Context: an optimization exercise on an open-source flow, tuned for small area and a short achievable clock period. The choices shown serve that exercise and are no tape-out recipe.
The RTL was checked by simulation tests, not by an equivalence proof against the original design.
No activity file was given, so power comes from the tool's default toggle rates.

==> flow/design.v <==
package ca_pkg;
  localparam int CA_ROWS = 60;
endpackage
module ca_rule_row
#(
  parameter int         WIDTH = 80,
  parameter logic [7:0] RULE  = 8'd30
) (
  input  logic [WIDTH-1:0] row,
  output logic [WIDTH-1:0] next_row
);
  logic [WIDTH+1:0] ext;
  always_comb begin
    ext = {1'b0, row, 1'b0};
    next_row = '0;
    for (int i = 0; i < WIDTH; i++) begin
      next_row[i] = RULE[ext[i +: 3]];
    end
  end
endmodule
module ca_gen_scheduler
#(
  parameter int               WIDTH          = 80,
  parameter int               ROWS           = ca_pkg::CA_ROWS,
  parameter logic [7:0]       RULE           = 8'd30,
  parameter logic [WIDTH-1:0] SEED           = WIDTH'(1) << 40,
  parameter int               FRAMES_PER_GEN = 4
) (
  input  logic                     clk,
  input  logic                     rstn,
  input  logic                     frame_tick,
  input  logic                     run,
  input  logic                     step,
  input  logic [$clog2(ROWS)-1:0]  rd_row,
  output logic [WIDTH-1:0]         rd_data,
  output logic                     busy,
  output logic                     overrun,
  output logic [15:0]              gen_count
);
  localparam int AW = $clog2(ROWS);
  localparam int FW = (FRAMES_PER_GEN > 1) ? $clog2(FRAMES_PER_GEN) : 1;
  localparam int K  = 4;                           
  localparam int NB = 16;                          
  logic             wr;         
  logic [FW-1:0]    frame_cnt;
  logic [K-1:0]     ph;         
  logic [AW-1:0]    lo;         
  logic [WIDTH-1:0] cur_row;    
  logic [WIDTH-1:0] nxt_row;
  logic [WIDTH-1:0] bas [NB];
  logic             frame_last, start, append, new_base;
  assign frame_last = (frame_cnt == FW'(FRAMES_PER_GEN - 1));
  assign start      = step | (run & frame_tick & frame_last);
  assign append     = busy & wr;
  assign new_base   = append & ph[K-1];
  ca_rule_row #(.WIDTH(WIDTH), .RULE(RULE)) u_next (.row(cur_row), .next_row(nxt_row));
  always_ff @(posedge clk or negedge rstn) begin
    if (!rstn) begin
      busy      <= 1'b0;
      wr        <= 1'b0;
      overrun   <= 1'b0;
      gen_count <= '0;
      frame_cnt <= '0;
      ph        <= K'(1);
      lo        <= AW'(ROWS - 1);
      cur_row   <= SEED;
      bas[0]    <= SEED;
    end else begin
      if (run & frame_tick) begin
        frame_cnt <= frame_last ? '0 : frame_cnt + 1'b1;
      end
      if (start & busy) begin
        overrun <= 1'b1;
      end
      if (!busy) begin
        busy <= start;
      end else if (!wr) begin
        wr <= 1'b1;
      end else begin
        busy      <= 1'b0;
        wr        <= 1'b0;
        cur_row   <= nxt_row;
        gen_count <= gen_count + 16'd1;
        ph        <= {ph[K-2:0], ph[K-1]};
        if (lo != '0) begin
          lo <= lo - 1'b1;
        end
      end
      if (new_base) begin
        bas[0] <= nxt_row;
      end
    end
  end
  always_ff @(posedge clk) begin
    for (int i = 1; i < NB; i++) begin
      if (new_base) begin
        bas[i] <= bas[i-1];
      end
    end
  end
  logic [3:0]       phi, pmid;
  logic [15:0]      hdec;
  logic [1:0]       l;
  logic             s;
  logic [K-1:0]     msel;
  logic [NB-1:0]    bsel;
  logic             rd_ok;
  logic [WIDTH-1:0] base;
  logic [WIDTH-1:0] chain [K];
  logic [WIDTH-1:0] rd_next;
  assign l = rd_row[1:0];
  always_comb begin
    for (int a = 0; a < 4; a++) begin
      phi[a]  = (rd_row[5:4] == 2'(a));
      pmid[a] = (rd_row[3:2] == 2'(a));
    end
    for (int h = 0; h < 16; h++) begin
      hdec[h] = phi[h / 4] & pmid[h % 4];
    end
    s = ph[3] | (ph[2] & (l != 2'd0)) | (ph[1] & l[1]) | (ph[0] & (l == 2'd3));
    for (int b = 0; b < NB; b++) begin
      bsel[b] = s ? ((b < 15) ? hdec[14 - b] : 1'b0) : hdec[15 - b];
    end
    for (int m = 0; m < K; m++) begin
      msel[m] = 1'b0;
      for (int p = 0; p < K; p++) begin
        msel[m] = msel[m] | (ph[p] & (l == 2'((m + 3 - p) % 4)));
      end
    end
    rd_ok = (rd_row <= AW'(ROWS - 1)) && (rd_row >= lo);
    base = '0;
    for (int b = 0; b < NB; b++) begin
      base = base | ({WIDTH{bsel[b]}} & bas[b]);
    end
    chain[0] = base;
  end
  for (genvar m = 1; m < K; m++) begin : g_chain
    ca_rule_row #(.WIDTH(WIDTH), .RULE(RULE)) u_r (.row(chain[m-1]), .next_row(chain[m]));
  end
  always_comb begin
    rd_next = '0;
    for (int m = 0; m < K; m++) begin
      rd_next = rd_next | ({WIDTH{msel[m] & rd_ok}} & chain[m]);
    end
  end
  always_ff @(posedge clk or negedge rstn) begin
    if (!rstn) begin
      rd_data <= '0;
    end else begin
      rd_data <= rd_next;
    end
  end
endmodule
export LEC_CHECK = 0
export ABC_AREA = 1
export CAP_MARGIN = 20
export CORE_MARGIN = 2
export CORE_UTILIZATION = 40
export PLACE_DENSITY = 0.6
export SETUP_SLACK_MARGIN = 3
export SLEW_MARGIN = 20
export SYNTH_MEMORY_MAX_BITS = 8192
create_clock -name core_clock -period 6.0 [get_ports {clk}]
run.sh (not shown) runs the stock make flow with config.mk's settings and CLKGATE_MAP_FILE= SYNTH_SCRIPT=/design/flow/synth_recipe.tcl, a recipe that flattens the netlist after the stock synthesis.
The first run completed without violations.
Rerun with:
CORE_UTILIZATION = 65   (was 40)
CTS_BUF_LIST = sky130_fd_sc_hd__clkbuf_16   (was default)
CTS_CLUSTER_DIAMETER = 60   (was default)
CTS_CLUSTER_SIZE = 20   (was default)
PLACE_DENSITY = 0.85   (was 0.6)
The changed run produced a clean layout. Maximum frequency went down by 3.8%. Synthesized cell count stays the same. Final cell count goes down by 12%. Clock skew goes up by 0.0089 ns. Count of clock-buffer cells in the layout falls by 116. Routed wire length came out lower by 8.8%. Setup slack got worse by 0.14 ns. Sequential share of layout area went up by 4.3 points. Via count rose by 3.2%. Final area decreases by 7.7%. Non-clock buffer count went down by 156.

---

Another version of the RTL of ca_gen_scheduler (not shown whole).
For scale: ~6,600 cells after synthesis, about 1,500 flip-flops, roughly 66,000 um^2 of cells after synthesis.
Settings: LEC_CHECK=0, ABC_AREA=1, CAP_MARGIN=20, CORE_MARGIN=2, CORE_UTILIZATION=55, CTS_BUF_LIST=sky130_fd_sc_hd__clkbuf_16, CTS_CLUSTER_DIAMETER=60, CTS_CLUSTER_SIZE=20, PLACE_DENSITY=0.75, SETUP_SLACK_MARGIN=3, SLEW_MARGIN=20, SYNTH_MEMORY_MAX_BITS=8192; clock period 6.0 ns.
==> next run, changes <==
- CORE_UTILIZATION: 55 -> 65
- CTS_CLUSTER_SIZE: 20 -> 25
- PLACE_DENSITY: 0.75 -> 0.8
Effect: Now the flow failed in global routing; synthesized cell count stays the same; synthesized area is unchanged.
==> next run, changes <==
- CTS_CLUSTER_SIZE: 25 -> 20
- PLACE_DENSITY: 0.8 -> 0.85
What happened: The changed run did not get past global routing, error GRT-0232. Synthesized cell count does not change. Area after synthesis is unchanged.
==> next run, changes <==
- CORE_UTILIZATION: 65 -> 45
- PLACE_DENSITY: 0.85 -> 0.65
After rerunning: Now the flow produced a clean layout; synthesized cell count stays the same; area after synthesis is unchanged.

---

Another version of the RTL of ca_gen_scheduler (not shown whole).
Size in the first run: ~1500 flip-flops, roughly 65000 sq um of cells after synthesis.
// ca_gen_scheduler
module ca_gen_scheduler
#(
  parameter int               WIDTH          = 80,
  parameter int               ROWS           = ca_pkg::CA_ROWS,
  parameter logic [7:0]       RULE           = 8'd30,
  parameter logic [WIDTH-1:0] SEED           = WIDTH'(1) << 40,
  parameter int               FRAMES_PER_GEN = 4
) (
  input  logic                     clk,
  input  logic                     rstn,
  input  logic                     frame_tick,
  input  logic                     run,
  input  logic                     step,
  input  logic [$clog2(ROWS)-1:0]  rd_row,
  output logic [WIDTH-1:0]         rd_data,
  output logic                     busy,
  output logic                     overrun,
  output logic [15:0]              gen_count
);
  localparam int AW = $clog2(ROWS);
  localparam int FW = (FRAMES_PER_GEN > 1) ? $clog2(FRAMES_PER_GEN) : 1;
  localparam int L  = 2;                           
  localparam int K  = 1 << L;
  localparam int HW = AW - L;
  localparam int NH = 1 << HW;
  localparam int NB = (ROWS - 1 + K - 1) / K + 1;  
  localparam int C  = ROWS - 1 + K - 1;
  logic             wr;         
  logic [FW-1:0]    frame_cnt;
  logic [K-1:0]     ph;         
  logic [AW-1:0]    lo;         
  logic [WIDTH-1:0] cur_row;    
  logic [WIDTH-1:0] nxt_row;
  logic [WIDTH-1:0] bas [NB];
  logic             frame_last, start, append;
  assign frame_last = (frame_cnt == FW'(FRAMES_PER_GEN - 1));
  assign start      = step | (run & frame_tick & frame_last);
  assign append     = busy & wr;
  ...
clock: 6.0 ns
lec_check: 0
abc_area: 1
cap_margin: 20
core_margin: 2
core_utilization: 40
place_density: 0.6
setup_slack_margin: 3
slew_margin: 20
synth_memory_max_bits: 8192
Change:
--- a/flow/config.mk
+++ b/flow/config.mk
@@ -6,5 +6,4 @@
 export NUM_CORES = 4
 export LEC_CHECK = 0
-export ABC_AREA = 1
 export CAP_MARGIN = 20
 export CORE_MARGIN = 2
The changed run ran to the end with no violations.
Area after synthesis came out lower by 1.7%.
Via count grows by 6.6%.
Sequential power rose by about 5%.
Worst setup slack is worse by 0.91 ns.

## afterwards: timing with drivers on the ports
No port has a modelled driver above. Below, the same layouts with a new extraction and two added sets of constraints. Step 1 sets driving cells, clkbuf_16 on the clock port and buf_2 on the other inputs (assumed; they add their load-dependent delay and slew). Step 2, shift: input delay + t, output delay - t, t = (earliest + latest rising clock arrival at the registers) / 2. This alone moves slack from input paths to output paths. Three values: no drivers, after step 1, after step 2; two values: the first two.
run	t (ns)	setup slack, ns	worst setup path after step 2	slew at the worst register clock pin (ns)	worst data-port slew with drivers (ns)
the first run of note 1	0.879	2.527 / 2.527 / 1.648	input to register	0.07 / 0.07	0.18
the second run of note 1	0.784	2.392 / 2.413 / 1.628	input to register	0.09 / 0.09	0.06
the first run of note 2	0.801	2.445 / 2.264 / 1.463	input to register	0.10 / 0.10	0.28
the fourth run of note 2	0.829	2.436 / 2.463 / 1.634	input to register	0.09 / 0.09	0.07
the first run of note 3	0.865	2.482 / 2.433 / 1.568	input to register	0.07 / 0.07	0.17
the second run of note 3	0.901	1.569 / 1.591 / 0.716	input to register	0.07 / 0.07	0.05
After both steps setup and hold are still met in every run listed. The setup slack of the first run of note 2, which loses most, moves by -0.181 ns with the drivers and by -0.982 ns with both steps.
